This is an optimization exercise on Yosys and OpenROAD, whose aim is small area, not a production implementation. The RTL was checked by simulation tests, not by an equivalence proof against the original design.

==> inputs of run a <==
==> flow/design.v (excerpt) <==
module dct_1d_row (
    input  logic         clk,
    input  logic         rst_n,
    input  logic [127:0] x_n_in,
    output logic [175:0] x_k_out
);
    logic [127:0] x_q;
    logic [71:0]  s_q;
    logic [63:0]  dh_q;
    logic [71:0]  s_nxt;
    logic [63:0]  dh_nxt;
    logic [175:0] row_nxt;
    logic v1_q, v2_q;
    logic v2n_q;
    always_ff @(posedge clk or negedge rst_n) begin
        if (!rst_n) begin
            v1_q    <= 1'b0;
            v2_q    <= 1'b0;
            v2n_q   <= 1'b1;
            x_k_out <= '0;
        end else begin
            v1_q    <= 1'b1;
            v2_q    <= v1_q;
            v2n_q   <= ~v1_q;
            x_k_out <= row_nxt;
        end
    end
    always_ff @(posedge clk) begin
        x_q  <= x_n_in;
        s_q  <= s_nxt;
        dh_q <= dh_nxt;
    end
    wire bs1;
    wire bc2;
    dct_ha bu3 (.a(x_q[120]), .b(x_q[0]), .s(bs1), .co(bc2));
    wire bs4;
    wire bc5;
    dct_fa bu6 (.a(x_q[121]), .b(x_q[1]), .c(bc2), .s(bs4), .co(bc5));
    wire bs7;
    wire bc8;
    dct_fa bu9 (.a(x_q[122]), .b(x_q[2]), .c(bc5), .s(bs7), .co(bc8));
    wire bs10;
    wire bc11;
    dct_fa bu12 (.a(x_q[123]), .b(x_q[3]), .c(bc8), .s(bs10), .co(bc11));
    wire bs13;
    wire bc14;
    dct_fa bu15 (.a(x_q[124]), .b(x_q[4]), .c(bc11), .s(bs13), .co(bc14));
    wire bs16;
    wire bc17;
    dct_fa bu18 (.a(x_q[125]), .b(x_q[5]), .c(bc14), .s(bs16), .co(bc17));
    wire bs19;
    wire bc20;
    dct_fa bu21 (.a(x_q[126]), .b(x_q[6]), .c(bc17), .s(bs19), .co(bc20));
    wire bs22;
    wire bc23;
    dct_fa bu24 (.a(x_q[127]), .b(x_q[7]), .c(bc20), .s(bs22), .co(bc23));
    wire bc25;
    assign bc25 = x_q[120] | ~x_q[0];
    wire bn26;
    assign bn26 = ~x_q[1];
    wire bs27;
    wire bc28;
    dct_fa bu29 (.a(x_q[121]), .b(bn26), .c(bc25), .s(bs27), .co(bc28));
    wire bn30;
    assign bn30 = ~x_q[2];
    wire bs31;
  ...
==> flow/config.mk <==
export PLATFORM = sky130hd
export DESIGN_NAME = dct_1d_row
export DESIGN_NICKNAME = dct_1d_row
export VERILOG_FILES = /design/flow/design.v
export SDC_FILE = /design/flow/constraint.sdc
export NUM_CORES = 4
export LEC_CHECK = 0
export CAP_MARGIN = 20
export CORE_MARGIN = 2
export CORE_UTILIZATION = 65
export GPL_TIMING_DRIVEN = 0
export SETUP_SLACK_MARGIN = 0.1
export SLEW_MARGIN = 20
export SYNTH_HIERARCHICAL = 1
==> flow/constraint.sdc <==
create_clock -name core_clock -period 12.0 [get_ports {clk}]
set_input_delay 2.4000 -clock core_clock [delete_from_list [all_inputs] [get_ports {clk}]]
set_output_delay 2.4000 -clock core_clock [all_outputs]
set_load 0.01 [all_outputs]
standard.sh (not shown) runs the stock make flow with config.mk's settings and CLKGATE_MAP_FILE= SYNTH_SCRIPT=/design/flow/synth_recipe.tcl, a recipe that flattens the netlist after the stock synthesis.
==> flow/flow/run.sh <==
#!/bin/bash
# Standard layout with each port buffered by the smallest buffer cell, and clock tree
# synthesis with larger sink clusters and no dummy loads. Full tool output goes to
# standard.log in the work folder.
set -e
export BUFFER_PORTS_ARGS="-buffer_cell sky130_fd_sc_hd__buf_1"
export CTS_ARGS="-sink_clustering_enable -repair_clock_nets -dont_use_dummy_load -buf_list sky130_fd_sc_hd__clkbuf_16 -sink_clustering_size 25 -sink_clustering_max_diameter 100"
bash standard.sh > standard.log 2>&1
==> inputs of run b, as changes to run a <==
CORE_UTILIZATION = 55   (was 65)
==> inputs of run c, as changes to run a <==
==> flow/flow/run.sh (replaced) <==
#!/bin/bash
# Standard layout with each port buffered by the smallest buffer cell, and clock tree
# synthesis with larger sink clusters and no dummy loads. Full tool output goes to
# standard.log in the work folder.
set -e
export BUFFER_PORTS_ARGS="-buffer_cell sky130_fd_sc_hd__buf_1"
export CTS_ARGS="-sink_clustering_enable -repair_clock_nets -dont_use_dummy_load -buf_list sky130_fd_sc_hd__clkbuf_16 -sink_clustering_size 30 -sink_clustering_max_diameter 80"
bash standard.sh > standard.log 2>&1
==> qor summary <==
Critical path endpoint: run c x_k_out[32]$_DFF_PN0_; run b x_k_out[164]$_DFF_PN0_; run a x_k_out[32]$_DFF_PN0_
Number of design-rule violations left by the first detailed-router iteration: run c 2160; run b 2206; run a 2151
Final instance count without filler cells: run c 4002; run b 4181; run a 4001
Highest cell delay on the worst timing path: run c 0.97 ns; run b 0.82 ns; run a 0.99 ns
F_max: run c 86.49 MHz; run b 85.17 MHz; run a 85.87 MHz
Path length in cells of the critical path: run c 24; run b 26; run a 24
Vert. Die Dim: run c 263.3 um; run b 285.8 um; run a 263.3 um
Global routing met3 resource utilization: run c 0.1653; run b 0.1103; run a 0.1628
Final cell area excluding filler cells: run c 46650 sq um; run b 46870 sq um; run a 46640 sq um
Worst Hold Slack: run c 0.4466 ns; run b 0.3835 ns; run a 0.4104 ns
Actual transition at the worst max-transition pin: run c 1.207 ns; run b 1.146 ns; run a 1.181 ns
Result of the run: run c complete, no violations; run b complete, no violations; run a complete, no violations
Count of standard-cell rows: run c 95; run b 103; run a 95
First-pass GRT wire length: run c 207000 um; run b 206000 um; run a 206500 um
Multi-input gate area: run c 32280 sq um; run b 32280 sq um; run a 32280 sq um
Met3 routed WL: run c 18390 um; run b 14080 um; run a 17810 um

-- separate check: timing with driven ports --
How much do the figures lean on ideal ports? The routed layouts below were timed once more, with nothing changed but the port constraints.
Step 1 (the two cells are an assumption about what drives the block):
set clk [get_ports {clk}]
set_driving_cell -lib_cell sky130_fd_sc_hd__clkbuf_16 $clk
set_driving_cell -lib_cell sky130_fd_sc_hd__buf_2 [delete_from_list [all_inputs] $clk]
Step 2 times the ports against the registers' clock, not the clock port: input delays grow and output delays shrink by t, the midpoint of the rising clock arrivals with the driver on.
Three values: ideal ports, drivers, drivers and shift; two values: the first two.
| run | t (ns) | setup WS [ns] | hold slack, ns | latest minus earliest clock arrival (ns) | worst data-port slew with drivers (ns) |
|---|---|---|---|---|---|
| run a | 0.665 | 0.355 / 0.355 / 0.355 | 0.410 / 0.410 / 0.410 | 0.118 / 0.117 | 0.04 |
| run b | 0.661 | 0.259 / 0.259 / 0.259 | 0.384 / 0.384 / 0.384 | 0.109 / 0.108 | 0.04 |
| run c | 0.659 | 0.438 / 0.438 / 0.438 | 0.447 / 0.447 / 0.447 | 0.099 / 0.099 | 0.06 |
After both steps every run listed still meets setup and hold.
